Source: an optimization exercise on an open RTL-to-GDS flow (aim: small area and a short achievable clock period). Production flows keep margins and buffers that such runs may drop. In this exercise RTL edits were held to simulation tests only and were not proved equivalent to the original.

## flow/design.v (module list and top-level ports; edited modules follow where they fit)
// module sidAudioPath: 3264 lines
module sidAudioPath (
  input  logic               clk,
  input  logic               rst,
  input  logic               sampleValid,
  input  logic signed [11:0] voice0,
  input  logic signed [11:0] voice1,
  input  logic signed [11:0] voice2,
  input  logic [7:0]         env0,
  input  logic [7:0]         env1,
  input  logic [7:0]         env2,
  input  logic [2:0]         filterRoute,
  input  logic [1:0]         mode,
  input  logic [15:0]        coef,
  input  logic [3:0]         volume,
  output logic signed [15:0] audioOut,
  output logic               audioValid
);
  // ...
==> flow/flow/run.sh <==
#!/bin/bash
# The standard layout with two changes in how it is made (the SDC is unchanged):
#  - after the standard synthesis, flow/invopt.py re-places the netlist's inverters around
#    its full adders and XOR gates (a full adder is self-dual, so each may compute the
#    complements of its outputs from complemented inputs; an XOR gate absorbs an inverted
#    input by becoming an XNOR); registers and all other cells are left as they are;
#  - the resizer's setup repair aims at a shorter period than the 20 ns constraint: paths
#    with less than MARGIN ns of slack are sized up and buffered.
set -euo pipefail
MARGIN=$(cat flow/margin.txt)
R=orfs/results/sky130hd/sidAudioPath/base
bash standard.sh synth > synth.log 2>&1
cp $R/1_2_yosys.v $R/1_2_yosys_std.v
python3 flow/invopt.py $R/1_2_yosys_std.v $R/1_2_yosys.v > invopt.log 2>&1
touch $R/1_2_yosys.v
bash standard.sh SETUP_SLACK_MARGIN=$MARGIN finish > standard.log 2>&1
==> flow/flow/invopt.py <==
#!/usr/bin/env python3
"""Re-place the inverters of a flat sky130 gate-level netlist around its full adders and
XOR gates. A full adder is self-dual: FA(~a, ~b, ~c) = (~cout, ~sum); an XOR/XNOR gate
absorbs an inverted input, or complements its output, by switching between XOR and XNOR.
Every inverter is taken out, each full adder and XOR gate gets a polarity (1: it computes
the complement of its original output), XOR gates take their inputs in whatever polarity
they come and fold the parity into their type, and one inverter is put back per net whose
other loads need the other polarity. Polarities are chosen to need as few inverters as
possible.
usage: invopt.py IN.v OUT.v"""
import re, sys, collections, random

src = open(sys.argv[1]).read()
m = re.search(r'^module .*?;\n', src, re.S | re.M)
endm = src.rindex('endmodule')
body = src[m.end():endm]
cell_re = re.compile(r'^\s*(sky130_fd_sc_hd__\w+)\s+(\S+)\s*\((.*?)\);\s*$', re.S | re.M)
pin_re = re.compile(r'\.(\w+)\(\s*(.*?)\s*\)(?=\s*,|\s*$)', re.S)
cells = []
last = 0
parts = []
for cm in cell_re.finditer(body):
    parts.append(body[last:cm.start()])
    last = cm.end()
    pins = {}
    for pm in pin_re.finditer(cm.group(3)):
        pins[pm.group(1)] = pm.group(2).strip()
    cells.append([cm.group(1), cm.group(2), pins])
rest = "".join(parts) + body[last:]
assert "assign" not in rest, "assign statements not handled"
decl_lines = [l for l in rest.split("\n") if l.strip()]

OUTPINS = {"X", "Y", "Q", "Q_N", "SUM", "COUT", "HI", "LO"}
def is_inv(c): return re.match(r'sky130_fd_sc_hd__(clk)?inv_\d+$', c[0]) is not None
def is_fa(c): return re.match(r'sky130_fd_sc_hd__fa_\d+$', c[0]) is not None
def is_xor(c): return re.match(r'sky130_fd_sc_hd__x(n)?or[23]_\d+$', c[0]) is not None

outports = set()
for l in decl_lines:
    mm = re.match(r'\s*output\s+(\[(\d+):(\d+)\]\s+)?(\S+);', l)
    if mm:
        if mm.group(1):
            for i in range(int(mm.group(3)), int(mm.group(2)) + 1):
                outports.add(f"{mm.group(4)}[{i}]")
        else:
            outports.add(mm.group(4))

driver = {}
for i, c in enumerate(cells):
    for p, n in c[2].items():
        if p in OUTPINS: driver[n] = (i, p)

def root(net):
    """(root net, parity) through inverter chains"""
    q = 0
    seen = 0
    while True:
        d = driver.get(net)
        if d is None or not is_inv(cells[d[0]]): return net, q
        net = cells[d[0]][2]["A"]; q ^= 1
        seen += 1
        assert seen < 100

# pins: (cell index or None for an output port, pin, root, parity)
pins = []
for i, c in enumerate(cells):
    if is_inv(c): continue
    for p, n in c[2].items():
        if p in OUTPINS: continue
        r, q = root(n)
        pins.append((i, p, r, q))
# output ports: the port net itself may be driven by an inverter
port_pins = []
for o in outports:
    r, q = root(o)
    if r != o:
        port_pins.append((o, r, q))

fa_idx = [i for i, c in enumerate(cells) if is_fa(c) or is_xor(c)]
pol = {i: 0 for i in fa_idx}
def rootpol(r):
    d = driver.get(r)
    if d is None: return 0
    return pol.get(d[0], 0)

# per root: list of (consumer fa or None, parity)
by_root = collections.defaultdict(list)
for (i, p, r, q) in pins:
    if is_xor(cells[i]): continue
    by_root[r].append((i if i in pol else None, q))
for (o, r, q) in port_pins:
    by_root[r].append((None, q))
roots_of_fa = collections.defaultdict(set)
for r, lst in by_root.items():
    d = driver.get(r)
    if d is not None and d[0] in pol: roots_of_fa[d[0]].add(r)
    for (f, q) in lst:
        if f is not None: roots_of_fa[f].add(r)

def root_cost(r):
    rp = rootpol(r)
    need = [q ^ (pol[f] if f is not None else 0) ^ rp for (f, q) in by_root[r]]
    return 1 if any(need) else 0

def total():
    return sum(root_cost(r) for r in by_root)

best = total()
start = best
random.seed(1)
cur = best
bestpol = dict(pol)
T = 1.0
for step in range(200000):
    f = random.choice(fa_idx)
    rs = roots_of_fa[f]
    before = sum(root_cost(r) for r in rs)
    pol[f] ^= 1
    after = sum(root_cost(r) for r in rs)
    d = after - before
    if d <= 0 or random.random() < pow(2.718, -d / T):
        cur += d
        if cur < best:
            best = cur; bestpol = dict(pol)
    else:
        pol[f] ^= 1
    T = max(0.05, 1.0 * (1 - step / 150000))
pol = bestpol
final = total()
print(f"inverters: {sum(1 for c in cells if is_inv(c))} -> {final} (root model {start} -> {final})", file=sys.stderr)

# rebuild: drop all inverters; flipped FAs keep their nets (which now carry complements)
out_cells = []
new_wires = []
inv_for = {}
def inv_net(r):
    if r not in inv_for:
        n = f"_invq{len(inv_for)}_"
        new_wires.append(n)
        inv_for[r] = n
        out_cells.append(["sky130_fd_sc_hd__inv_1", f"_invqc{len(inv_for)}_", {"A": r, "Y": n}])
    return inv_for[r]
for i, c in enumerate(cells):
    if is_inv(c): continue
    nc = [c[0], c[1], dict(c[2])]
    if is_xor(c):
        par = pol[i]
        for p, n in c[2].items():
            if p in OUTPINS: continue
            r, q = root(n)
            par ^= q ^ rootpol(r)
            nc[2][p] = r
        if par:
            mx = re.match(r"sky130_fd_sc_hd__(x(n)?or)([23])_(\d+)$", c[0])
            kind, k, size = mx.group(1), mx.group(3), mx.group(4)
            newkind = "xor" if kind == "xnor" else "xnor"
            nc[0] = f"sky130_fd_sc_hd__{newkind}{k}_{size}"
            if k == "2":
                # xor2 drives X, xnor2 drives Y
                outp = "X" if "X" in nc[2] else "Y"
                net = nc[2].pop(outp)
                nc[2]["Y" if newkind == "xnor" else "X"] = net
        out_cells.append(nc)
        continue
    for p, n in c[2].items():
        if p in OUTPINS: continue
        r, q = root(n)
        need = q ^ (pol[i] if i in pol else 0) ^ rootpol(r)
        nc[2][p] = inv_net(r) if need else r
    out_cells.append(nc)
# output ports driven through inverters: drive them from an inverter or a buffer-free net
port_fix = []
for (o, r, q) in port_pins:
    need = q ^ rootpol(r)
    # the port net must carry r ^ q; build it from r
    if need:
        out_cells.append(["sky130_fd_sc_hd__inv_1", f"_invqp_{len(port_fix)}_", {"A": r, "Y": o}])
    else:
        out_cells.append(["sky130_fd_sc_hd__buf_1", f"_invqp_{len(port_fix)}_", {"A": r, "X": o}])
    port_fix.append(o)
# a root that is itself an output port of a flipped FA would change the port's value
for o in outports:
    d = driver.get(o)
    assert not (d and d[0] in pol and pol[d[0]]), "flipped cell drives an output port"

out = [src[:m.end()]]
out += decl_lines
out += [f"  wire {w};" for w in new_wires]
for c in out_cells:
    pl = ",\n".join(f"    .{p}({n}{' ' if n.startswith(chr(92)) else ''})" for p, n in c[2].items())
    out.append(f"  {c[0]} {c[1]} (\n{pl}\n  );")
out.append("endmodule\n")
open(sys.argv[2], "w").write("\n".join(out))
==> flow/flow/margin.txt <==
14.5
==> flow/standard.sh <==
#!/bin/bash
# synth_recipe.tcl (not shown) runs the flow's synth.tcl, then flattens the netlist and writes it again
# the make line also repeats each setting of config.mk as NAME=value (left out here)
make -C /OpenROAD-flow-scripts/flow DESIGN_CONFIG=/design/flow/config.mk WORK_HOME=/design/flow/orfs CLKGATE_MAP_FILE= SYNTH_SCRIPT=/design/flow/synth_recipe.tcl "${@:-finish}"
==> flow/config.mk <==
export PLATFORM = sky130hd
export DESIGN_NAME = sidAudioPath
export DESIGN_NICKNAME = sidAudioPath
export VERILOG_FILES = /design/flow/design.v
export SDC_FILE = /design/flow/constraint.sdc
export NUM_CORES = 4
export LEC_CHECK = 0
export ABC_AREA = 1
export CAP_MARGIN = 20
export CORE_MARGIN = 2
export CORE_UTILIZATION = 40
export SLEW_MARGIN = 20
==> flow/constraint.sdc <==
create_clock -name core_clock -period 20.0 [get_ports {clk}]
set_input_delay 4.0000 -clock core_clock [delete_from_list [all_inputs] [get_ports {clk}]]
set_output_delay 4.0000 -clock core_clock [all_outputs]
set_load 0.01 [all_outputs]
==> key figures, run 1 <==
Run status
  – Result of the run: complete, no violations

Global routing
  – Wire length of the first global-routing pass: 164,000 µm
  – Initial antenna violation count: 2

Critical path
  – Number of cells on the worst reg-to-reg path: 31
  – Crit-path most repeated cell: sky130_fd_sc_hd__nand2_2
  – Cell family with the largest share of critical-path delay: adder cells
  – Critical path start-end classification: flip-flop to flip-flop
  – Maximum fanout along the worst path: 7
  – Endpoint kind of the worst setup timing path: flip-flop
  – Slowest cell on the critical path: sky130_fd_sc_hd__fa_1

Placed design
  – Number of buffer cells added on primary ports: 104
  – Post-Place Worst Slack: 13.38 ns

Die
  – Die area: 0.0957 mm²
  – I/O pin cnt: 105

Routing
  – Wire length on met3: 7750 µm
  – Wire length on met1: 45,600 µm
  – Number of DRC markers in iteration 0: 2,003
  – Highest metal layer used by the detailed router: met5

Cells and area
  – Seq/total area: 0.183
  – Layout filler cell count: 8,931
  – Cell class with the largest area share: multi-input combinational cells
  – Area Growth Syn to Fin: 13.4%
  – Multi-In Gates: 3,020
  – Count of flip-flops and latches: 382
  – Inverter count: 538

Clock tree
  – Clock transition time at the flip-flop clock pins of the worst setup and hold paths: 0.06 ns
  – Root cell of the clock tree: sky130_fd_sc_hd__clkbuf_16
  – Deepest level of the CTS H-tree: 2

STA
  – Slew headroom: 0.324
  – Finish-stage setup viols: 0
  – Hold Vio Cnt, Final: 0
  – Post-route minimum period: 5.36 ns
  – Setup repair after global routing missed its margin: yes
  – Crit share post-route: 0.268
  – Final-layout worst hold slack: 0.325 ns
  – Maximum clock frequency: 187 MHz
  – Worst setup margin: 14.64 ns

Hold path
  – Cell count of the worst hold path: 0

Yosys
  – Synth Area per Inst: 8.96 µm²
  – Synthesized netlist net count: 5,057
  – Synth warnings: 1
  – Area of the mapped netlist: 0.0373 mm²
==> run 2, diff against run 1 <==
--- a/flow/design.v
+++ b/flow/design.v
@@ -57,26 +57,36 @@
     e0_1 <= env0;   e1_1 <= env1;   e2_1 <= env2;
     rt_1   <= filterRoute;
     coef_r <= coef;
     mode_r <= mode;
     vol_r  <= volume;
   end
   logic [8:0] kb_none, kb_ntwo, kb_nneg;   
   wire [8:0] kb_one = ~kb_none, kb_two = ~kb_ntwo, kb_neg = ~kb_nneg;
+  logic [8:0] kb_oneB, kb_twoB, kb_negB;   
   always_ff @(posedge clk) begin
     kb_none[0] <= ~(coef_r[0] ^ 1'b0); kb_ntwo[0] <= ~((coef_r[1] & ~coef_r[0] & ~1'b0) | (~coef_r[1] & coef_r[0] & 1'b0)); kb_nneg[0] <= ~(~coef_r[1] & (coef_r[0] | 1'b0));
+    kb_oneB[0] <= coef_r[0] ^ 1'b0; kb_twoB[0] <= (coef_r[1] & ~coef_r[0] & ~1'b0) | (~coef_r[1] & coef_r[0] & 1'b0); kb_negB[0] <= ~coef_r[1] & (coef_r[0] | 1'b0);
     kb_none[1] <= ~(coef_r[2] ^ coef_r[1]); kb_ntwo[1] <= ~((coef_r[3] & ~coef_r[2] & ~coef_r[1]) | (~coef_r[3] & coef_r[2] & coef_r[1])); kb_nneg[1] <= ~(~coef_r[3] & (coef_r[2] | coef_r[1]));
+    kb_oneB[1] <= coef_r[2] ^ coef_r[1]; kb_twoB[1] <= (coef_r[3] & ~coef_r[2] & ~coef_r[1]) | (~coef_r[3] & coef_r[2] & coef_r[1]); kb_negB[1] <= ~coef_r[3] & (coef_r[2] | coef_r[1]);
     kb_none[2] <= ~(coef_r[4] ^ coef_r[3]); kb_ntwo[2] <= ~((coef_r[5] & ~coef_r[4] & ~coef_r[3]) | (~coef_r[5] & coef_r[4] & coef_r[3])); kb_nneg[2] <= ~(~coef_r[5] & (coef_r[4] | coef_r[3]));
+    kb_oneB[2] <= coef_r[4] ^ coef_r[3]; kb_twoB[2] <= (coef_r[5] & ~coef_r[4] & ~coef_r[3]) | (~coef_r[5] & coef_r[4] & coef_r[3]); kb_negB[2] <= ~coef_r[5] & (coef_r[4] | coef_r[3]);
     kb_none[3] <= ~(coef_r[6] ^ coef_r[5]); kb_ntwo[3] <= ~((coef_r[7] & ~coef_r[6] & ~coef_r[5]) | (~coef_r[7] & coef_r[6] & coef_r[5])); kb_nneg[3] <= ~(~coef_r[7] & (coef_r[6] | coef_r[5]));
+    kb_oneB[3] <= coef_r[6] ^ coef_r[5]; kb_twoB[3] <= (coef_r[7] & ~coef_r[6] & ~coef_r[5]) | (~coef_r[7] & coef_r[6] & coef_r[5]); kb_negB[3] <= ~coef_r[7] & (coef_r[6] | coef_r[5]);
     kb_none[4] <= ~(coef_r[8] ^ coef_r[7]); kb_ntwo[4] <= ~((coef_r[9] & ~coef_r[8] & ~coef_r[7]) | (~coef_r[9] & coef_r[8] & coef_r[7])); kb_nneg[4] <= ~(~coef_r[9] & (coef_r[8] | coef_r[7]));
+    kb_oneB[4] <= coef_r[8] ^ coef_r[7]; kb_twoB[4] <= (coef_r[9] & ~coef_r[8] & ~coef_r[7]) | (~coef_r[9] & coef_r[8] & coef_r[7]); kb_negB[4] <= ~coef_r[9] & (coef_r[8] | coef_r[7]);
     kb_none[5] <= ~(coef_r[10] ^ coef_r[9]); kb_ntwo[5] <= ~((coef_r[11] & ~coef_r[10] & ~coef_r[9]) | (~coef_r[11] & coef_r[10] & coef_r[9])); kb_nneg[5] <= ~(~coef_r[11] & (coef_r[10] | coef_r[9]));
+    kb_oneB[5] <= coef_r[10] ^ coef_r[9]; kb_twoB[5] <= (coef_r[11] & ~coef_r[10] & ~coef_r[9]) | (~coef_r[11] & coef_r[10] & coef_r[9]); kb_negB[5] <= ~coef_r[11] & (coef_r[10] | coef_r[9]);
     kb_none[6] <= ~(coef_r[12] ^ coef_r[11]); kb_ntwo[6] <= ~((coef_r[13] & ~coef_r[12] & ~coef_r[11]) | (~coef_r[13] & coef_r[12] & coef_r[11])); kb_nneg[6] <= ~(~coef_r[13] & (coef_r[12] | coef_r[11]));
+    kb_oneB[6] <= coef_r[12] ^ coef_r[11]; kb_twoB[6] <= (coef_r[13] & ~coef_r[12] & ~coef_r[11]) | (~coef_r[13] & coef_r[12] & coef_r[11]); kb_negB[6] <= ~coef_r[13] & (coef_r[12] | coef_r[11]);
     kb_none[7] <= ~(coef_r[14] ^ coef_r[13]); kb_ntwo[7] <= ~((coef_r[15] & ~coef_r[14] & ~coef_r[13]) | (~coef_r[15] & coef_r[14] & coef_r[13])); kb_nneg[7] <= ~(~coef_r[15] & (coef_r[14] | coef_r[13]));
+    kb_oneB[7] <= coef_r[14] ^ coef_r[13]; kb_twoB[7] <= (coef_r[15] & ~coef_r[14] & ~coef_r[13]) | (~coef_r[15] & coef_r[14] & coef_r[13]); kb_negB[7] <= ~coef_r[15] & (coef_r[14] | coef_r[13]);
     kb_none[8] <= ~(~coef_r[15]); kb_ntwo[8] <= ~(1'b0); kb_nneg[8] <= ~(1'b0);
+    kb_oneB[8] <= ~coef_r[15]; kb_twoB[8] <= 1'b0; kb_negB[8] <= 1'b0;
   end
   wire m0one0_1 = e0_1[0] ^ 1'b0;
   wire m0two0_2 = (e0_1[1] & ~e0_1[0] & ~1'b0) | (~e0_1[1] & e0_1[0] & 1'b0);
   wire m0neg0_3 = e0_1[1] & ~(e0_1[0] & 1'b0);
   wire m0p0_0_4 = (((m0one0_1 & v0_1[0]) | (m0two0_2 & 1'b0)) ^ m0neg0_3);
   wire m0p0_1_5 = (((m0one0_1 & v0_1[1]) | (m0two0_2 & v0_1[0])) ^ m0neg0_3);
   wire m0p0_2_6 = (((m0one0_1 & v0_1[2]) | (m0two0_2 & v0_1[1])) ^ m0neg0_3);
   wire m0p0_3_7 = (((m0one0_1 & v0_1[3]) | (m0two0_2 & v0_1[2])) ^ m0neg0_3);
@@ -1771,160 +1781,160 @@
   wire lp0_1_1359 = (((kb_one[0] & lp[1]) | (kb_two[0] & lp[0])) ^ kb_neg[0]);
   wire lp0_2_1360 = (((kb_one[0] & lp[2]) | (kb_two[0] & lp[1])) ^ kb_neg[0]);
   wire lp0_3_1361 = (((kb_one[0] & lp[3]) | (kb_two[0] & lp[2])) ^ kb_neg[0]);
   wire lp0_4_1362 = (((kb_one[0] & lp[4]) | (kb_two[0] & lp[3])) ^ kb_neg[0]);
   wire lp0_5_1363 = (((kb_one[0] & lp[5]) | (kb_two[0] & lp[4])) ^ kb_neg[0]);
   wire lp0_6_1364 = (((kb_one[0] & lp[6]) | (kb_two[0] & lp[5])) ^ kb_neg[0]);
   wire lp0_7_1365 = (((kb_one[0] & lp[7]) | (kb_two[0] & lp[6])) ^ kb_neg[0]);
   wire lp0_8_1366 = (((kb_one[0] & lp[8]) | (kb_two[0] & lp[7])) ^ kb_neg[0]);
-  wire lp0_9_1367 = (((kb_one[0] & lp[9]) | (kb_two[0] & lp[8])) ^ kb_neg[0]);
-  wire lp0_10_1368 = (((kb_one[0] & lp[10]) | (kb_two[0] & lp[9])) ^ kb_neg[0]);
-  wire lp0_11_1369 = (((kb_one[0] & lp[11]) | (kb_two[0] & lp[10])) ^ kb_neg[0]);
-  wire lp0_12_1370 = (((kb_one[0] & lp[12]) | (kb_two[0] & lp[11])) ^ kb_neg[0]);
-  wire lp0_13_1371 = (((kb_one[0] & lp[13]) | (kb_two[0] & lp[12])) ^ kb_neg[0]);
-  wire lp0_14_1372 = (((kb_one[0] & lp[14]) | (kb_two[0] & lp[13])) ^ kb_neg[0]);
-  wire lp0_15_1373 = (((kb_one[0] & lp[15]) | (kb_two[0] & lp[14])) ^ kb_neg[0]);
-  wire lp0_16_1374 = (((kb_one[0] & lp[15]) | (kb_two[0] & lp[15])) ^ kb_neg[0]);
+  wire lp0_9_1367 = (((kb_oneB[0] & lp[9]) | (kb_twoB[0] & lp[8])) ^ kb_negB[0]);
+  wire lp0_10_1368 = (((kb_oneB[0] & lp[10]) | (kb_twoB[0] & lp[9])) ^ kb_negB[0]);
+  wire lp0_11_1369 = (((kb_oneB[0] & lp[11]) | (kb_twoB[0] & lp[10])) ^ kb_negB[0]);
+  wire lp0_12_1370 = (((kb_oneB[0] & lp[12]) | (kb_twoB[0] & lp[11])) ^ kb_negB[0]);
+  wire lp0_13_1371 = (((kb_oneB[0] & lp[13]) | (kb_twoB[0] & lp[12])) ^ kb_negB[0]);
+  wire lp0_14_1372 = (((kb_oneB[0] & lp[14]) | (kb_twoB[0] & lp[13])) ^ kb_negB[0]);
+  wire lp0_15_1373 = (((kb_oneB[0] & lp[15]) | (kb_twoB[0] & lp[14])) ^ kb_negB[0]);
+  wire lp0_16_1374 = (((kb_oneB[0] & lp[15]) | (kb_twoB[0] & lp[15])) ^ kb_negB[0]);
   wire lp1_0_1375 = (((kb_one[1] & lp[0]) | (kb_two[1] & 1'b0)) ^ kb_neg[1]);
   wire lp1_1_1376 = (((kb_one[1] & lp[1]) | (kb_two[1] & lp[0])) ^ kb_neg[1]);
   wire lp1_2_1377 = (((kb_one[1] & lp[2]) | (kb_two[1] & lp[1])) ^ kb_neg[1]);
   wire lp1_3_1378 = (((kb_one[1] & lp[3]) | (kb_two[1] & lp[2])) ^ kb_neg[1]);
   wire lp1_4_1379 = (((kb_one[1] & lp[4]) | (kb_two[1] & lp[3])) ^ kb_neg[1]);
   wire lp1_5_1380 = (((kb_one[1] & lp[5]) | (kb_two[1] & lp[4])) ^ kb_neg[1]);
   wire lp1_6_1381 = (((kb_one[1] & lp[6]) | (kb_two[1] & lp[5])) ^ kb_neg[1]);
   wire lp1_7_1382 = (((kb_one[1] & lp[7]) | (kb_two[1] & lp[6])) ^ kb_neg[1]);
   wire lp1_8_1383 = (((kb_one[1] & lp[8]) | (kb_two[1] & lp[7])) ^ kb_neg[1]);
-  wire lp1_9_1384 = (((kb_one[1] & lp[9]) | (kb_two[1] & lp[8])) ^ kb_neg[1]);
-  wire lp1_10_1385 = (((kb_one[1] & lp[10]) | (kb_two[1] & lp[9])) ^ kb_neg[1]);
-  wire lp1_11_1386 = (((kb_one[1] & lp[11]) | (kb_two[1] & lp[10])) ^ kb_neg[1]);
-  wire lp1_12_1387 = (((kb_one[1] & lp[12]) | (kb_two[1] & lp[11])) ^ kb_neg[1]);
-  wire lp1_13_1388 = (((kb_one[1] & lp[13]) | (kb_two[1] & lp[12])) ^ kb_neg[1]);
-  wire lp1_14_1389 = (((kb_one[1] & lp[14]) | (kb_two[1] & lp[13])) ^ kb_neg[1]);
-  wire lp1_15_1390 = (((kb_one[1] & lp[15]) | (kb_two[1] & lp[14])) ^ kb_neg[1]);
-  wire lp1_16_1391 = (((kb_one[1] & lp[15]) | (kb_two[1] & lp[15])) ^ kb_neg[1]);
+  wire lp1_9_1384 = (((kb_oneB[1] & lp[9]) | (kb_twoB[1] & lp[8])) ^ kb_negB[1]);
+  wire lp1_10_1385 = (((kb_oneB[1] & lp[10]) | (kb_twoB[1] & lp[9])) ^ kb_negB[1]);
+  wire lp1_11_1386 = (((kb_oneB[1] & lp[11]) | (kb_twoB[1] & lp[10])) ^ kb_negB[1]);
+  wire lp1_12_1387 = (((kb_oneB[1] & lp[12]) | (kb_twoB[1] & lp[11])) ^ kb_negB[1]);
+  wire lp1_13_1388 = (((kb_oneB[1] & lp[13]) | (kb_twoB[1] & lp[12])) ^ kb_negB[1]);
+  wire lp1_14_1389 = (((kb_oneB[1] & lp[14]) | (kb_twoB[1] & lp[13])) ^ kb_negB[1]);
+  wire lp1_15_1390 = (((kb_oneB[1] & lp[15]) | (kb_twoB[1] & lp[14])) ^ kb_negB[1]);
+  wire lp1_16_1391 = (((kb_oneB[1] & lp[15]) | (kb_twoB[1] & lp[15])) ^ kb_negB[1]);
   wire lp2_0_1392 = (((kb_one[2] & lp[0]) | (kb_two[2] & 1'b0)) ^ kb_neg[2]);
   wire lp2_1_1393 = (((kb_one[2] & lp[1]) | (kb_two[2] & lp[0])) ^ kb_neg[2]);
   wire lp2_2_1394 = (((kb_one[2] & lp[2]) | (kb_two[2] & lp[1])) ^ kb_neg[2]);
   wire lp2_3_1395 = (((kb_one[2] & lp[3]) | (kb_two[2] & lp[2])) ^ kb_neg[2]);
   wire lp2_4_1396 = (((kb_one[2] & lp[4]) | (kb_two[2] & lp[3])) ^ kb_neg[2]);
   wire lp2_5_1397 = (((kb_one[2] & lp[5]) | (kb_two[2] & lp[4])) ^ kb_neg[2]);
   wire lp2_6_1398 = (((kb_one[2] & lp[6]) | (kb_two[2] & lp[5])) ^ kb_neg[2]);
   wire lp2_7_1399 = (((kb_one[2] & lp[7]) | (kb_two[2] & lp[6])) ^ kb_neg[2]);
   wire lp2_8_1400 = (((kb_one[2] & lp[8]) | (kb_two[2] & lp[7])) ^ kb_neg[2]);
-  wire lp2_9_1401 = (((kb_one[2] & lp[9]) | (kb_two[2] & lp[8])) ^ kb_neg[2]);
-  wire lp2_10_1402 = (((kb_one[2] & lp[10]) | (kb_two[2] & lp[9])) ^ kb_neg[2]);
-  wire lp2_11_1403 = (((kb_one[2] & lp[11]) | (kb_two[2] & lp[10])) ^ kb_neg[2]);
-  wire lp2_12_1404 = (((kb_one[2] & lp[12]) | (kb_two[2] & lp[11])) ^ kb_neg[2]);
-  wire lp2_13_1405 = (((kb_one[2] & lp[13]) | (kb_two[2] & lp[12])) ^ kb_neg[2]);
-  wire lp2_14_1406 = (((kb_one[2] & lp[14]) | (kb_two[2] & lp[13])) ^ kb_neg[2]);
-  wire lp2_15_1407 = (((kb_one[2] & lp[15]) | (kb_two[2] & lp[14])) ^ kb_neg[2]);
-  wire lp2_16_1408 = (((kb_one[2] & lp[15]) | (kb_two[2] & lp[15])) ^ kb_neg[2]);
+  wire lp2_9_1401 = (((kb_oneB[2] & lp[9]) | (kb_twoB[2] & lp[8])) ^ kb_negB[2]);
+  wire lp2_10_1402 = (((kb_oneB[2] & lp[10]) | (kb_twoB[2] & lp[9])) ^ kb_negB[2]);
+  wire lp2_11_1403 = (((kb_oneB[2] & lp[11]) | (kb_twoB[2] & lp[10])) ^ kb_negB[2]);
+  wire lp2_12_1404 = (((kb_oneB[2] & lp[12]) | (kb_twoB[2] & lp[11])) ^ kb_negB[2]);
+  wire lp2_13_1405 = (((kb_oneB[2] & lp[13]) | (kb_twoB[2] & lp[12])) ^ kb_negB[2]);
+  wire lp2_14_1406 = (((kb_oneB[2] & lp[14]) | (kb_twoB[2] & lp[13])) ^ kb_negB[2]);
+  wire lp2_15_1407 = (((kb_oneB[2] & lp[15]) | (kb_twoB[2] & lp[14])) ^ kb_negB[2]);
+  wire lp2_16_1408 = (((kb_oneB[2] & lp[15]) | (kb_twoB[2] & lp[15])) ^ kb_negB[2]);
   wire lp3_0_1409 = (((kb_one[3] & lp[0]) | (kb_two[3] & 1'b0)) ^ kb_neg[3]);
   wire lp3_1_1410 = (((kb_one[3] & lp[1]) | (kb_two[3] & lp[0])) ^ kb_neg[3]);
   wire lp3_2_1411 = (((kb_one[3] & lp[2]) | (kb_two[3] & lp[1])) ^ kb_neg[3]);
   wire lp3_3_1412 = (((kb_one[3] & lp[3]) | (kb_two[3] & lp[2])) ^ kb_neg[3]);
   wire lp3_4_1413 = (((kb_one[3] & lp[4]) | (kb_two[3] & lp[3])) ^ kb_neg[3]);
   wire lp3_5_1414 = (((kb_one[3] & lp[5]) | (kb_two[3] & lp[4])) ^ kb_neg[3]);
   wire lp3_6_1415 = (((kb_one[3] & lp[6]) | (kb_two[3] & lp[5])) ^ kb_neg[3]);
   wire lp3_7_1416 = (((kb_one[3] & lp[7]) | (kb_two[3] & lp[6])) ^ kb_neg[3]);
   wire lp3_8_1417 = (((kb_one[3] & lp[8]) | (kb_two[3] & lp[7])) ^ kb_neg[3]);
-  wire lp3_9_1418 = (((kb_one[3] & lp[9]) | (kb_two[3] & lp[8])) ^ kb_neg[3]);
-  wire lp3_10_1419 = (((kb_one[3] & lp[10]) | (kb_two[3] & lp[9])) ^ kb_neg[3]);
-  wire lp3_11_1420 = (((kb_one[3] & lp[11]) | (kb_two[3] & lp[10])) ^ kb_neg[3]);
-  wire lp3_12_1421 = (((kb_one[3] & lp[12]) | (kb_two[3] & lp[11])) ^ kb_neg[3]);
-  wire lp3_13_1422 = (((kb_one[3] & lp[13]) | (kb_two[3] & lp[12])) ^ kb_neg[3]);
-  wire lp3_14_1423 = (((kb_one[3] & lp[14]) | (kb_two[3] & lp[13])) ^ kb_neg[3]);
-  wire lp3_15_1424 = (((kb_one[3] & lp[15]) | (kb_two[3] & lp[14])) ^ kb_neg[3]);
-  wire lp3_16_1425 = (((kb_one[3] & lp[15]) | (kb_two[3] & lp[15])) ^ kb_neg[3]);
+  wire lp3_9_1418 = (((kb_oneB[3] & lp[9]) | (kb_twoB[3] & lp[8])) ^ kb_negB[3]);
+  wire lp3_10_1419 = (((kb_oneB[3] & lp[10]) | (kb_twoB[3] & lp[9])) ^ kb_negB[3]);
+  wire lp3_11_1420 = (((kb_oneB[3] & lp[11]) | (kb_twoB[3] & lp[10])) ^ kb_negB[3]);
+  wire lp3_12_1421 = (((kb_oneB[3] & lp[12]) | (kb_twoB[3] & lp[11])) ^ kb_negB[3]);
+  wire lp3_13_1422 = (((kb_oneB[3] & lp[13]) | (kb_twoB[3] & lp[12])) ^ kb_negB[3]);
+  wire lp3_14_1423 = (((kb_oneB[3] & lp[14]) | (kb_twoB[3] & lp[13])) ^ kb_negB[3]);
+  wire lp3_15_1424 = (((kb_oneB[3] & lp[15]) | (kb_twoB[3] & lp[14])) ^ kb_negB[3]);
+  wire lp3_16_1425 = (((kb_oneB[3] & lp[15]) | (kb_twoB[3] & lp[15])) ^ kb_negB[3]);
   wire lp4_0_1426 = (((kb_one[4] & lp[0]) | (kb_two[4] & 1'b0)) ^ kb_neg[4]);
   wire lp4_1_1427 = (((kb_one[4] & lp[1]) | (kb_two[4] & lp[0])) ^ kb_neg[4]);
   wire lp4_2_1428 = (((kb_one[4] & lp[2]) | (kb_two[4] & lp[1])) ^ kb_neg[4]);
   wire lp4_3_1429 = (((kb_one[4] & lp[3]) | (kb_two[4] & lp[2])) ^ kb_neg[4]);
   wire lp4_4_1430 = (((kb_one[4] & lp[4]) | (kb_two[4] & lp[3])) ^ kb_neg[4]);
   wire lp4_5_1431 = (((kb_one[4] & lp[5]) | (kb_two[4] & lp[4])) ^ kb_neg[4]);
   wire lp4_6_1432 = (((kb_one[4] & lp[6]) | (kb_two[4] & lp[5])) ^ kb_neg[4]);
   wire lp4_7_1433 = (((kb_one[4] & lp[7]) | (kb_two[4] & lp[6])) ^ kb_neg[4]);
   wire lp4_8_1434 = (((kb_one[4] & lp[8]) | (kb_two[4] & lp[7])) ^ kb_neg[4]);
-  wire lp4_9_1435 = (((kb_one[4] & lp[9]) | (kb_two[4] & lp[8])) ^ kb_neg[4]);
-  wire lp4_10_1436 = (((kb_one[4] & lp[10]) | (kb_two[4] & lp[9])) ^ kb_neg[4]);
-  wire lp4_11_1437 = (((kb_one[4] & lp[11]) | (kb_two[4] & lp[10])) ^ kb_neg[4]);
-  wire lp4_12_1438 = (((kb_one[4] & lp[12]) | (kb_two[4] & lp[11])) ^ kb_neg[4]);
-  wire lp4_13_1439 = (((kb_one[4] & lp[13]) | (kb_two[4] & lp[12])) ^ kb_neg[4]);
-  wire lp4_14_1440 = (((kb_one[4] & lp[14]) | (kb_two[4] & lp[13])) ^ kb_neg[4]);
-  wire lp4_15_1441 = (((kb_one[4] & lp[15]) | (kb_two[4] & lp[14])) ^ kb_neg[4]);
-  wire lp4_16_1442 = (((kb_one[4] & lp[15]) | (kb_two[4] & lp[15])) ^ kb_neg[4]);
+  wire lp4_9_1435 = (((kb_oneB[4] & lp[9]) | (kb_twoB[4] & lp[8])) ^ kb_negB[4]);
+  wire lp4_10_1436 = (((kb_oneB[4] & lp[10]) | (kb_twoB[4] & lp[9])) ^ kb_negB[4]);
+  wire lp4_11_1437 = (((kb_oneB[4] & lp[11]) | (kb_twoB[4] & lp[10])) ^ kb_negB[4]);
+  wire lp4_12_1438 = (((kb_oneB[4] & lp[12]) | (kb_twoB[4] & lp[11])) ^ kb_negB[4]);
+  wire lp4_13_1439 = (((kb_oneB[4] & lp[13]) | (kb_twoB[4] & lp[12])) ^ kb_negB[4]);
+  wire lp4_14_1440 = (((kb_oneB[4] & lp[14]) | (kb_twoB[4] & lp[13])) ^ kb_negB[4]);
+  wire lp4_15_1441 = (((kb_oneB[4] & lp[15]) | (kb_twoB[4] & lp[14])) ^ kb_negB[4]);
+  wire lp4_16_1442 = (((kb_oneB[4] & lp[15]) | (kb_twoB[4] & lp[15])) ^ kb_negB[4]);
   wire lp5_0_1443 = (((kb_one[5] & lp[0]) | (kb_two[5] & 1'b0)) ^ kb_neg[5]);
   wire lp5_1_1444 = (((kb_one[5] & lp[1]) | (kb_two[5] & lp[0])) ^ kb_neg[5]);
   wire lp5_2_1445 = (((kb_one[5] & lp[2]) | (kb_two[5] & lp[1])) ^ kb_neg[5]);
   wire lp5_3_1446 = (((kb_one[5] & lp[3]) | (kb_two[5] & lp[2])) ^ kb_neg[5]);
   wire lp5_4_1447 = (((kb_one[5] & lp[4]) | (kb_two[5] & lp[3])) ^ kb_neg[5]);
   wire lp5_5_1448 = (((kb_one[5] & lp[5]) | (kb_two[5] & lp[4])) ^ kb_neg[5]);
   wire lp5_6_1449 = (((kb_one[5] & lp[6]) | (kb_two[5] & lp[5])) ^ kb_neg[5]);
   wire lp5_7_1450 = (((kb_one[5] & lp[7]) | (kb_two[5] & lp[6])) ^ kb_neg[5]);
   wire lp5_8_1451 = (((kb_one[5] & lp[8]) | (kb_two[5] & lp[7])) ^ kb_neg[5]);
-  wire lp5_9_1452 = (((kb_one[5] & lp[9]) | (kb_two[5] & lp[8])) ^ kb_neg[5]);
-  wire lp5_10_1453 = (((kb_one[5] & lp[10]) | (kb_two[5] & lp[9])) ^ kb_neg[5]);
-  wire lp5_11_1454 = (((kb_one[5] & lp[11]) | (kb_two[5] & lp[10])) ^ kb_neg[5]);
-  wire lp5_12_1455 = (((kb_one[5] & lp[12]) | (kb_two[5] & lp[11])) ^ kb_neg[5]);
-  wire lp5_13_1456 = (((kb_one[5] & lp[13]) | (kb_two[5] & lp[12])) ^ kb_neg[5]);
-  wire lp5_14_1457 = (((kb_one[5] & lp[14]) | (kb_two[5] & lp[13])) ^ kb_neg[5]);
-  wire lp5_15_1458 = (((kb_one[5] & lp[15]) | (kb_two[5] & lp[14])) ^ kb_neg[5]);
-  wire lp5_16_1459 = (((kb_one[5] & lp[15]) | (kb_two[5] & lp[15])) ^ kb_neg[5]);
+  wire lp5_9_1452 = (((kb_oneB[5] & lp[9]) | (kb_twoB[5] & lp[8])) ^ kb_negB[5]);
+  wire lp5_10_1453 = (((kb_oneB[5] & lp[10]) | (kb_twoB[5] & lp[9])) ^ kb_negB[5]);
+  wire lp5_11_1454 = (((kb_oneB[5] & lp[11]) | (kb_twoB[5] & lp[10])) ^ kb_negB[5]);
+  wire lp5_12_1455 = (((kb_oneB[5] & lp[12]) | (kb_twoB[5] & lp[11])) ^ kb_negB[5]);
+  wire lp5_13_1456 = (((kb_oneB[5] & lp[13]) | (kb_twoB[5] & lp[12])) ^ kb_negB[5]);
+  wire lp5_14_1457 = (((kb_oneB[5] & lp[14]) | (kb_twoB[5] & lp[13])) ^ kb_negB[5]);
+  wire lp5_15_1458 = (((kb_oneB[5] & lp[15]) | (kb_twoB[5] & lp[14])) ^ kb_negB[5]);
+  wire lp5_16_1459 = (((kb_oneB[5] & lp[15]) | (kb_twoB[5] & lp[15])) ^ kb_negB[5]);
   wire lp6_0_1460 = (((kb_one[6] & lp[0]) | (kb_two[6] & 1'b0)) ^ kb_neg[6]);
   wire lp6_1_1461 = (((kb_one[6] & lp[1]) | (kb_two[6] & lp[0])) ^ kb_neg[6]);
   wire lp6_2_1462 = (((kb_one[6] & lp[2]) | (kb_two[6] & lp[1])) ^ kb_neg[6]);
   wire lp6_3_1463 = (((kb_one[6] & lp[3]) | (kb_two[6] & lp[2])) ^ kb_neg[6]);
   wire lp6_4_1464 = (((kb_one[6] & lp[4]) | (kb_two[6] & lp[3])) ^ kb_neg[6]);
   wire lp6_5_1465 = (((kb_one[6] & lp[5]) | (kb_two[6] & lp[4])) ^ kb_neg[6]);
   wire lp6_6_1466 = (((kb_one[6] & lp[6]) | (kb_two[6] & lp[5])) ^ kb_neg[6]);
   wire lp6_7_1467 = (((kb_one[6] & lp[7]) | (kb_two[6] & lp[6])) ^ kb_neg[6]);
   wire lp6_8_1468 = (((kb_one[6] & lp[8]) | (kb_two[6] & lp[7])) ^ kb_neg[6]);
-  wire lp6_9_1469 = (((kb_one[6] & lp[9]) | (kb_two[6] & lp[8])) ^ kb_neg[6]);
-  wire lp6_10_1470 = (((kb_one[6] & lp[10]) | (kb_two[6] & lp[9])) ^ kb_neg[6]);
-  wire lp6_11_1471 = (((kb_one[6] & lp[11]) | (kb_two[6] & lp[10])) ^ kb_neg[6]);
-  wire lp6_12_1472 = (((kb_one[6] & lp[12]) | (kb_two[6] & lp[11])) ^ kb_neg[6]);
-  wire lp6_13_1473 = (((kb_one[6] & lp[13]) | (kb_two[6] & lp[12])) ^ kb_neg[6]);
-  wire lp6_14_1474 = (((kb_one[6] & lp[14]) | (kb_two[6] & lp[13])) ^ kb_neg[6]);
-  wire lp6_15_1475 = (((kb_one[6] & lp[15]) | (kb_two[6] & lp[14])) ^ kb_neg[6]);
-  wire lp6_16_1476 = (((kb_one[6] & lp[15]) | (kb_two[6] & lp[15])) ^ kb_neg[6]);
+  wire lp6_9_1469 = (((kb_oneB[6] & lp[9]) | (kb_twoB[6] & lp[8])) ^ kb_negB[6]);
+  wire lp6_10_1470 = (((kb_oneB[6] & lp[10]) | (kb_twoB[6] & lp[9])) ^ kb_negB[6]);
+  wire lp6_11_1471 = (((kb_oneB[6] & lp[11]) | (kb_twoB[6] & lp[10])) ^ kb_negB[6]);
+  wire lp6_12_1472 = (((kb_oneB[6] & lp[12]) | (kb_twoB[6] & lp[11])) ^ kb_negB[6]);
+  wire lp6_13_1473 = (((kb_oneB[6] & lp[13]) | (kb_twoB[6] & lp[12])) ^ kb_negB[6]);
+  wire lp6_14_1474 = (((kb_oneB[6] & lp[14]) | (kb_twoB[6] & lp[13])) ^ kb_negB[6]);
+  wire lp6_15_1475 = (((kb_oneB[6] & lp[15]) | (kb_twoB[6] & lp[14])) ^ kb_negB[6]);
+  wire lp6_16_1476 = (((kb_oneB[6] & lp[15]) | (kb_twoB[6] & lp[15])) ^ kb_negB[6]);
   wire lp7_0_1477 = (((kb_one[7] & lp[0]) | (kb_two[7] & 1'b0)) ^ kb_neg[7]);
   wire lp7_1_1478 = (((kb_one[7] & lp[1]) | (kb_two[7] & lp[0])) ^ kb_neg[7]);
   wire lp7_2_1479 = (((kb_one[7] & lp[2]) | (kb_two[7] & lp[1])) ^ kb_neg[7]);
   wire lp7_3_1480 = (((kb_one[7] & lp[3]) | (kb_two[7] & lp[2])) ^ kb_neg[7]);
   wire lp7_4_1481 = (((kb_one[7] & lp[4]) | (kb_two[7] & lp[3])) ^ kb_neg[7]);
   wire lp7_5_1482 = (((kb_one[7] & lp[5]) | (kb_two[7] & lp[4])) ^ kb_neg[7]);
   wire lp7_6_1483 = (((kb_one[7] & lp[6]) | (kb_two[7] & lp[5])) ^ kb_neg[7]);
   wire lp7_7_1484 = (((kb_one[7] & lp[7]) | (kb_two[7] & lp[6])) ^ kb_neg[7]);
   wire lp7_8_1485 = (((kb_one[7] & lp[8]) | (kb_two[7] & lp[7])) ^ kb_neg[7]);
-  wire lp7_9_1486 = (((kb_one[7] & lp[9]) | (kb_two[7] & lp[8])) ^ kb_neg[7]);
-  wire lp7_10_1487 = (((kb_one[7] & lp[10]) | (kb_two[7] & lp[9])) ^ kb_neg[7]);
-  wire lp7_11_1488 = (((kb_one[7] & lp[11]) | (kb_two[7] & lp[10])) ^ kb_neg[7]);
-  wire lp7_12_1489 = (((kb_one[7] & lp[12]) | (kb_two[7] & lp[11])) ^ kb_neg[7]);
-  wire lp7_13_1490 = (((kb_one[7] & lp[13]) | (kb_two[7] & lp[12])) ^ kb_neg[7]);
-  wire lp7_14_1491 = (((kb_one[7] & lp[14]) | (kb_two[7] & lp[13])) ^ kb_neg[7]);
-  wire lp7_15_1492 = (((kb_one[7] & lp[15]) | (kb_two[7] & lp[14])) ^ kb_neg[7]);
-  wire lp7_16_1493 = (((kb_one[7] & lp[15]) | (kb_two[7] & lp[15])) ^ kb_neg[7]);
+  wire lp7_9_1486 = (((kb_oneB[7] & lp[9]) | (kb_twoB[7] & lp[8])) ^ kb_negB[7]);
+  wire lp7_10_1487 = (((kb_oneB[7] & lp[10]) | (kb_twoB[7] & lp[9])) ^ kb_negB[7]);
+  wire lp7_11_1488 = (((kb_oneB[7] & lp[11]) | (kb_twoB[7] & lp[10])) ^ kb_negB[7]);
+  wire lp7_12_1489 = (((kb_oneB[7] & lp[12]) | (kb_twoB[7] & lp[11])) ^ kb_negB[7]);
+  wire lp7_13_1490 = (((kb_oneB[7] & lp[13]) | (kb_twoB[7] & lp[12])) ^ kb_negB[7]);
+  wire lp7_14_1491 = (((kb_oneB[7] & lp[14]) | (kb_twoB[7] & lp[13])) ^ kb_negB[7]);
+  wire lp7_15_1492 = (((kb_oneB[7] & lp[15]) | (kb_twoB[7] & lp[14])) ^ kb_negB[7]);
+  wire lp7_16_1493 = (((kb_oneB[7] & lp[15]) | (kb_twoB[7] & lp[15])) ^ kb_negB[7]);
   wire lp8_0_1494 = (((kb_one[8] & lp[0]) | (kb_two[8] & 1'b0)) ^ kb_neg[8]);
   wire lp8_1_1495 = (((kb_one[8] & lp[1]) | (kb_two[8] & lp[0])) ^ kb_neg[8]);
   wire lp8_2_1496 = (((kb_one[8] & lp[2]) | (kb_two[8] & lp[1])) ^ kb_neg[8]);
   wire lp8_3_1497 = (((kb_one[8] & lp[3]) | (kb_two[8] & lp[2])) ^ kb_neg[8]);
   wire lp8_4_1498 = (((kb_one[8] & lp[4]) | (kb_two[8] & lp[3])) ^ kb_neg[8]);
   wire lp8_5_1499 = (((kb_one[8] & lp[5]) | (kb_two[8] & lp[4])) ^ kb_neg[8]);
   wire lp8_6_1500 = (((kb_one[8] & lp[6]) | (kb_two[8] & lp[5])) ^ kb_neg[8]);
   wire lp8_7_1501 = (((kb_one[8] & lp[7]) | (kb_two[8] & lp[6])) ^ kb_neg[8]);
   wire lp8_8_1502 = (((kb_one[8] & lp[8]) | (kb_two[8] & lp[7])) ^ kb_neg[8]);
-  wire lp8_9_1503 = (((kb_one[8] & lp[9]) | (kb_two[8] & lp[8])) ^ kb_neg[8]);
-  wire lp8_10_1504 = (((kb_one[8] & lp[10]) | (kb_two[8] & lp[9])) ^ kb_neg[8]);
-  wire lp8_11_1505 = (((kb_one[8] & lp[11]) | (kb_two[8] & lp[10])) ^ kb_neg[8]);
-  wire lp8_12_1506 = (((kb_one[8] & lp[12]) | (kb_two[8] & lp[11])) ^ kb_neg[8]);
-  wire lp8_13_1507 = (((kb_one[8] & lp[13]) | (kb_two[8] & lp[12])) ^ kb_neg[8]);
-  wire lp8_14_1508 = (((kb_one[8] & lp[14]) | (kb_two[8] & lp[13])) ^ kb_neg[8]);
-  wire lp8_15_1509 = (((kb_one[8] & lp[15]) | (kb_two[8] & lp[14])) ^ kb_neg[8]);
-  wire lp8_16_1510 = (((kb_one[8] & lp[15]) | (kb_two[8] & lp[15])) ^ kb_neg[8]);
+  wire lp8_9_1503 = (((kb_oneB[8] & lp[9]) | (kb_twoB[8] & lp[8])) ^ kb_negB[8]);
+  wire lp8_10_1504 = (((kb_oneB[8] & lp[10]) | (kb_twoB[8] & lp[9])) ^ kb_negB[8]);
+  wire lp8_11_1505 = (((kb_oneB[8] & lp[11]) | (kb_twoB[8] & lp[10])) ^ kb_negB[8]);
+  wire lp8_12_1506 = (((kb_oneB[8] & lp[12]) | (kb_twoB[8] & lp[11])) ^ kb_negB[8]);
+  wire lp8_13_1507 = (((kb_oneB[8] & lp[13]) | (kb_twoB[8] & lp[12])) ^ kb_negB[8]);
+  wire lp8_14_1508 = (((kb_oneB[8] & lp[14]) | (kb_twoB[8] & lp[13])) ^ kb_negB[8]);
+  wire lp8_15_1509 = (((kb_oneB[8] & lp[15]) | (kb_twoB[8] & lp[14])) ^ kb_negB[8]);
+  wire lp8_16_1510 = (((kb_oneB[8] & lp[15]) | (kb_twoB[8] & lp[15])) ^ kb_negB[8]);
   wire ls1511 = X4a[12] ^ X4b[12];
   wire lc1511 = X4a[12] & X4b[12];
   wire ls1512 = X4a[13] ^ X4b[13];
   wire lc1512 = X4a[13] & X4b[13];
   wire ls1513 = X4a[14] ^ X4b[14] ^ kb_neg[7];
   wire lc1513 = (X4a[14] & X4b[14]) | (X4a[14] & kb_neg[7]) | (X4b[14] & kb_neg[7]);
   wire ls1514 = lp0_14_1372 ^ lp1_12_1387;
   wire lc1514 = lp0_14_1372 & lp1_12_1387;
--- a/flow/config.mk
+++ b/flow/config.mk
@@ -4,9 +4,10 @@
 export VERILOG_FILES = /design/flow/design.v
 export SDC_FILE = /design/flow/constraint.sdc
 export NUM_CORES = 4
 export LEC_CHECK = 0
 export ABC_AREA = 1
 export CAP_MARGIN = 20
 export CORE_MARGIN = 2
 export CORE_UTILIZATION = 40
+export CTS_BUF_LIST = sky130_fd_sc_hd__clkbuf_4 sky130_fd_sc_hd__clkbuf_8
 export SLEW_MARGIN = 20
==> key figures, run 2 <==
Placed design
  – Placer congestion estimate: 0.966
  – Number of buffer cells added on primary ports: 104 (unchanged)
  – Post-DP HPWL: 82,400 µm

STA
  – Layout Skew: 0.0364 ns
  – Post-route minimum period: 5.27 ns (-0.0887 ns)
  – Maximum clock frequency: 190 MHz (+1.7%)
  – Total Negative Setup Slacks: 0 ns
  – Measured slew at the worst slew-check pin: 0.971 ns
  – Final count of pins violating max slew: 0
  – Finish-stage setup viols: 0 (unchanged)
  – Setup repair after global routing missed its margin: yes
  – Slew headroom: 0.351 (+0.0270)
  – Hold Vio Cnt, Final: 0 (unchanged)
  – Crit share post-route: 0.264 (-0.00443)

Global routing
  – Wire length of the first global-routing pass: 166,000 µm (+1.6%)
  – Pin count of the biggest net entering global routing: 33
  – Vias in the first global route: 29,200
  – Initial antenna violation count: 4 (+2)
  – Remaining global-route overflow: 0
  – Global-route usage over all layers: 0.216

Critical path
  – Slowest cell on the critical path: sky130_fd_sc_hd__dfxtp_1
  – Buffers and inverters on the worst path: 1
  – Cells along the critical path: dlygate4sd2_1
  – Arrival @ worst endpoint: 1.27 ns
  – R2R Path Start: nlp[15]
  – Crit path required time: 16.00 ns
  – Maximum fanout along the worst path: 1 (-6)
  – Critical path start-end classification: flip-flop to primary output
  – Endpoint kind of the worst setup timing path: primary output
  – Cell family with the largest share of critical-path delay: flip-flops
  – Worst setup path start: audioValid
  – Largest stage delay on the critical path: 0.30 ns
  – Element type at the critical path start: flip-flop

Hold path
  – Source of the worst hold timing path: D3[14]
  – Class of the tightest hold or removal check: flip-flop to flip-flop

Clock tree
  – Deepest level of the CTS H-tree: 3 (+1)
  – Clock latency of the later-clocked register in the worst-skew pair: 0.71 ns
  – Root cell of the clock tree: sky130_fd_sc_hd__clkbuf_8
  – Bufs on Longest Clock Path: 3
  – Number of hold buffers added after cts: 0
  – Sink count of the clock tree: 407
  – CTS tree: done
  – CTS Buf Count: 76
  – Clock transition time at the flip-flop clock pins of the worst setup and hold paths: 0.08 ns (+0.02 ns)

Routing
  – Drc violations: 0
  – Number of DRC markers in iteration 0: 2,187 (+9.2%)
  – Vias/cell: 5.17
  – Routed via count: 28,900
  – Routed wirelength normalized by instance count: 18.7 µm
  – First-pass iteration count of the detailed router: 6
  – Antenna Nets Post-Route: 0
  – Total wire length after detailed routing: 105,000 µm

Run
  – Number of violations of the max-capacitance limit: 0

Die
  – I/O pin cnt: 105 (unchanged)
  – Placeable core region: 0.0947 mm²
  – Chip height: 313 µm
  – Standard-cell rows: 113
  – Initial core utilization: 0.403
  – Die area: 0.0978 mm² (+2.2%)
  – Die Width: 313 µm

Yosys
  – Synthesized netlist net count: 5,137 (+1.6%)
  – Synth warnings: 1 (unchanged)
  – Synth Area per Inst: 8.98 µm² (+0.31%)
  – Synthesized instance count: 4,245
  – Area of the mapped netlist: 0.0381 mm² (+2.2%)

Cells and area
  – Share of cells above drive strength 1: 0.0756
  – Registers with the highest flip-flop counts: X4a x33, X4b x31
  – Register with the most flip-flops: X4a
  – Nets@finish: 5,163
  – Flip-flop count of the largest register, all copies and words added: 33
  – Commonest non-fill, non-tap cell in the layout: sky130_fd_sc_hd__nand2_1
  – Most used cells in the layout excluding fill and tap cells: 586 x sky130_fd_sc_hd__nand2_1, 574 x sky130_fd_sc_hd__inv_1, 509 x sky130_fd_sc_hd__fa_1, 397 x sky130_fd_sc_hd__dfxtp_1, 383 x sky130_fd_sc_hd__o22ai_1
  – Area Growth Syn to Fin: 10.8%

Run status
  – Result of the run: complete, no violations
==> run 2: cell type report <==
type                       instances  area (µm²)
fill                            9299       52500
multi-input combinational       3044       27100
sequential                       407        8170
inverter                         584        2210
tap                             1265        1580
timing repair buffer             157        1460
clock buffer                     104        1360
clock inverter                    31         394
antenna                            3        7.51
timing repair inverter             1        5.00
==> run 2: final timing paths <==
path,slack [ns],depth (start not counted),endpoint
setup / recovery,14.73,1,audioValid
hold / removal,0.33,0,D4[14]
setup reg to reg,14.76,26,nlp[7]
hold reg to reg,0.33,0,D4[14]
==> run 2: layer usage <==
layer	GRT usage	part of all wire	up-vias
met3	0.0304	0.064	170
met2	0.348	0.46	940
li1	-	-	13700
met5	0	0	-
met4	0.0661	0.029	0
met1	0.300	0.45	14100
==> run 2: repair_timing <==
action | in CTS | in global routing
hold endpoints to repair | 0 | 0
pin swaps | 0 | 8
gates cloned | 0 | 2
setup buffers | 3 | 10
endpoints found under the setup margin | 34 | 24
gates resized for setup | 34 | 39
==> run 2: metrics by stage <==
stage | instances | instance area [µm²] | worst slack, ns | utilization | hold slack, ns
floorplan | 4245 | 38100 | 14.69 | - | 0.310
global placement | 5443 | 40200 | 13.81 | 0.425 | 0.314
detailed placement | 5443 | 40200 | 13.61 | 0.425 | 0.312
CTS | 5581 | 42000 | 14.53 | 0.444 | 0.327
global route | 5596 | 42300 | 14.45 | 0.446 | 0.334
finish | 5596 | 42300 | 14.73 | 0.446 | 0.327
==> run 3, diff against run 2 <==
--- a/flow/config.mk
+++ b/flow/config.mk
@@ -11,3 +11,2 @@
 export CORE_UTILIZATION = 40
-export CTS_BUF_LIST = sky130_fd_sc_hd__clkbuf_4 sky130_fd_sc_hd__clkbuf_8
 export SLEW_MARGIN = 20
==> key figures, run 3 <==
Run status
  – Result of the run: complete, no violations

STA
  – Measured slew at the worst slew-check pin: 0.969 ns (-0.00124 ns)
  – Worst setup margin: 14.76 ns (+0.0273 ns)
  – Final count of pins violating max slew: 0 (unchanged)
  – Finish-stage setup viols: 0 (unchanged)
  – Maximum clock frequency: 191 MHz (+0.52%)
  – Setup repair after global routing missed its margin: yes
  – Total Negative Setup Slacks: 0 ns (unchanged)
  – Layout Skew: 0.0425 ns (+0.00605 ns)
  – Post-route minimum period: 5.24 ns (-0.0273 ns)
  – Hold Vio Cnt, Final: 0 (unchanged)
  – Slew headroom: 0.353 (+0.00168)
  – Final-layout worst hold slack: 0.324 ns (-0.00321 ns)
  – Crit share post-route: 0.262 (-0.00137)

Critical path
  – Endpoint kind of the worst setup timing path: flip-flop
  – Critical path start-end classification: flip-flop to flip-flop
  – Arrival @ worst endpoint: 5.83 ns (+4.56 ns)
  – Number of cells on the worst reg-to-reg path: 22 (-15%)
  – Worst setup path start: coef_r[15]
  – Crit path required time: 20.59 ns (+4.59 ns)
  – Element type at the critical path start: flip-flop
  – Reg2Reg Setup Slack: 14.76 ns (about the same)
  – Maximum fanout along the worst path: 23 (+22)
  – FF-to-FF End: nlp[8]
  – R2R Path Start: coef_r[15]

Global routing
  – Global-route usage over all layers: 0.216 (about the same)
  – Met3 global-route usage: 0.0292 (-0.00119)
  – Met1 capacity usage during global routing: 0.302 (+0.00136)
  – Pin count of the biggest net entering global routing: 33 (unchanged)
  – Global-route track usage on met2: 0.351 (+0.00317)
  – Initial antenna violation count: 1 (-3)
  – Vias in the first global route: 28,900 (-0.97%)
  – Remaining global-route overflow: 0 (unchanged)
  – Wire length of the first global-routing pass: 166,000 µm (about the same)
  – Busiest grt layer: met2

Cells and area
  – Total inserted antenna cells: 0 (-3)
  – Area Growth Syn to Fin: 11.1%
  – Register with the most flip-flops: X4a
  – Flip-flop count of the largest register, all copies and words added: 33 (unchanged)
  – Most used cells in the layout excluding fill and tap cells: 584 x sky130_fd_sc_hd__nand2_1, 574 x sky130_fd_sc_hd__inv_1, 507 x sky130_fd_sc_hd__fa_1, 397 x sky130_fd_sc_hd__dfxtp_1, 382 x sky130_fd_sc_hd__o22ai_1
  – Registers with the highest flip-flop counts: X4a x33, X4b x31
  – Commonest non-fill, non-tap cell in the layout: sky130_fd_sc_hd__nand2_1
  – Share of cells above drive strength 1: 0.0680 (-0.00751)
  – Nets@finish: 5,140 (-0.45%)

Placed design
  – Placer congestion estimate: 0.966 (unchanged)
  – Post-Place Worst Slack: 13.61 ns (unchanged)
  – Post-DP HPWL: 82,400 µm (unchanged)
  – Number of buffer cells added on primary ports: 104 (unchanged)

Clock tree
  – CTS Buf Count: 51 (-33%)
  – Clock latency of the later-clocked register in the worst-skew pair: 0.66 ns (-0.05 ns)
  – Bufs on Longest Clock Path: 3 (unchanged)
  – Number of hold buffers added after cts: 0 (unchanged)
  – Sink count of the clock tree: 407 (unchanged)
  – Clock transition time at the flip-flop clock pins of the worst setup and hold paths: 0.07 ns (about the same)
  – Deepest level of the CTS H-tree: 2 (-1)
  – Root cell of the clock tree: sky130_fd_sc_hd__clkbuf_16
  – CTS tree: done

Routing
  – Routed wirelength normalized by instance count: 18.9 µm (+1.0%)
  – Antenna Nets Post-Route: 0 (unchanged)
  – Routed via count: 28,800 (-0.34%)
  – Vias/cell: 5.19 (+0.38%)
  – Drc violations: 0 (unchanged)
  – First-pass iteration count of the detailed router: 7 (+1)
  – Total wire length after detailed routing: 105,000 µm (+0.29%)
  – Number of DRC markers in iteration 0: 2,133 (-2.5%)

Die
  – Initial core utilization: 0.403 (unchanged)
  – Standard-cell rows: 113 (unchanged)
  – Placeable core region: 0.0947 mm² (unchanged)
  – I/O pin cnt: 105 (unchanged)
  – Die Width: 313 µm (unchanged)
  – Die area: 0.0978 mm² (unchanged)
  – Chip height: 313 µm (unchanged)

Hold path
  – Cell count of the worst hold path: 0 (unchanged)
  – Capture endpoint of the worst hold path: D5[8]
  – Class of the tightest hold or removal check: flip-flop to flip-flop
  – Source of the worst hold timing path: D4[8]

Yosys
  – Synth Area per Inst: 8.98 µm² (unchanged)
  – Synth warnings: 1 (unchanged)
  – Synthesized instance count: 4,245 (unchanged)
  – Synthesized netlist net count: 5,137 (unchanged)
  – Area of the mapped netlist: 0.0381 mm² (unchanged)

Run
  – Number of violations of the max-capacitance limit: 0 (unchanged)
## run 3: timing repair
action / 4_1_cts / 5_1_grt
buffers inserted: 3 / 12
setup endpoints to repair: 34 / 24
cloned: 0 / 2
pin swaps: 0 / 10
resized for setup: 34 / 45
## run 3: stage by stage
step | util | instance area [µm²] | cells
global route | 0.447 | 42400 | 5556
global placement | 0.425 | 40200 | 5443
CTS | 0.445 | 42100 | 5542
detailed placement | 0.425 | 40200 | 5443
finish | 0.447 | 42400 | 5556
floorplan | - | 38100 | 4245
## run 3: how the worst max path moves through the flow
| stage | endpoint | slack, ns | depth (start not counted) |
|---|---|---|---|
| 2_1_floorplan | nlp[7] | 14.69 | 23 |
| 3_3_place_gp | nlp[7] | 13.81 | 22 |
| 3_5_place_dp | nlp[7] | 13.61 | 22 |
| 4_1_cts | nlp[3] | 14.54 | 25 |
| 5_1_grt | nlp[3] | 14.46 | 29 |
| 6_report | nlp[8] | 14.76 | 22 |
## run 3: layout make-up
type,instances,area (µm²)
clock inverter,37,465
multi-input combinational,3044,27100
tap,1265,1580
timing repair buffer,159,1480
timing repair inverter,1,5.00
clock buffer,59,1370
fill,9271,52300
inverter,584,2210
sequential,407,8170
## run 3: worst max-delay path, stage by stage, from the launching register on
cell and delay (ns):
sky130_fd_sc_hd__dfxtp_1 0.30, sky130_fd_sc_hd__buf_4 0.23, sky130_fd_sc_hd__clkinvlp_4 0.17, sky130_fd_sc_hd__nand4_1 0.16, sky130_fd_sc_hd__or4_1 0.49, sky130_fd_sc_hd__o21ai_0 0.17
sky130_fd_sc_hd__inv_2 0.14, sky130_fd_sc_hd__fa_1 0.47, sky130_fd_sc_hd__fa_1 0.45, sky130_fd_sc_hd__a21oi_1 0.17, sky130_fd_sc_hd__o21bai_1 0.17, sky130_fd_sc_hd__a221oi_4 0.34
sky130_fd_sc_hd__o21ai_1 0.16, sky130_fd_sc_hd__a31oi_1 0.15, sky130_fd_sc_hd__inv_1 0.07, sky130_fd_sc_hd__fa_1 0.37, sky130_fd_sc_hd__xor2_1 0.17, sky130_fd_sc_hd__ha_1 0.42
sky130_fd_sc_hd__nor2_2 0.27, sky130_fd_sc_hd__nand2_1 0.10, sky130_fd_sc_hd__nand2_1 0.07, sky130_fd_sc_hd__nand2_1 0.04, sky130_fd_sc_hd__nand2_1 0.08
## run 3: routing by layer
metal | share of wire | wire length (µm) | vias up
met5 | 0 | 0 | -
met4 | 0.028 | 2890 | 0
met3 | 0.064 | 6750 | 161
met2 | 0.46 | 48400 | 942
met1 | 0.45 | 46900 | 14100
li1 | - | - | 13600

[afterwards: timing with drivers on the ports]
No port has a modelled driver above. Below, the same layouts with a new extraction and two added sets of constraints.
Step 1, drivers: a clkbuf_16 drives clk and a buf_2 each remaining input, both assumed.
Step 2 moves the port delays by t, midway between the first and last clock arrival at a register: inputs arrive t later, outputs are due t later. That takes back most of the time a late clock gives input paths.
Slacks: no drivers / after step 1 / after step 2; pairs: no drivers / after step 1.
| run | shift t [ns] | setup WS [ns] | hold slack, ns | worst setup path at the end |
|---|---|---|---|---|
| run 1 | 0.688 | 14.641 / 14.641 / 14.641 | 0.325 / 0.325 / 0.325 | register to register |
| run 2 | 0.757 | 14.730 / 14.666 / 14.757 | 0.327 / 0.327 / 0.327 | register to register |
| run 3 | 0.709 | 14.757 / 14.698 / 14.757 | 0.324 / 0.324 / 0.324 | register to register |
After both steps setup and hold are still met in every run listed.
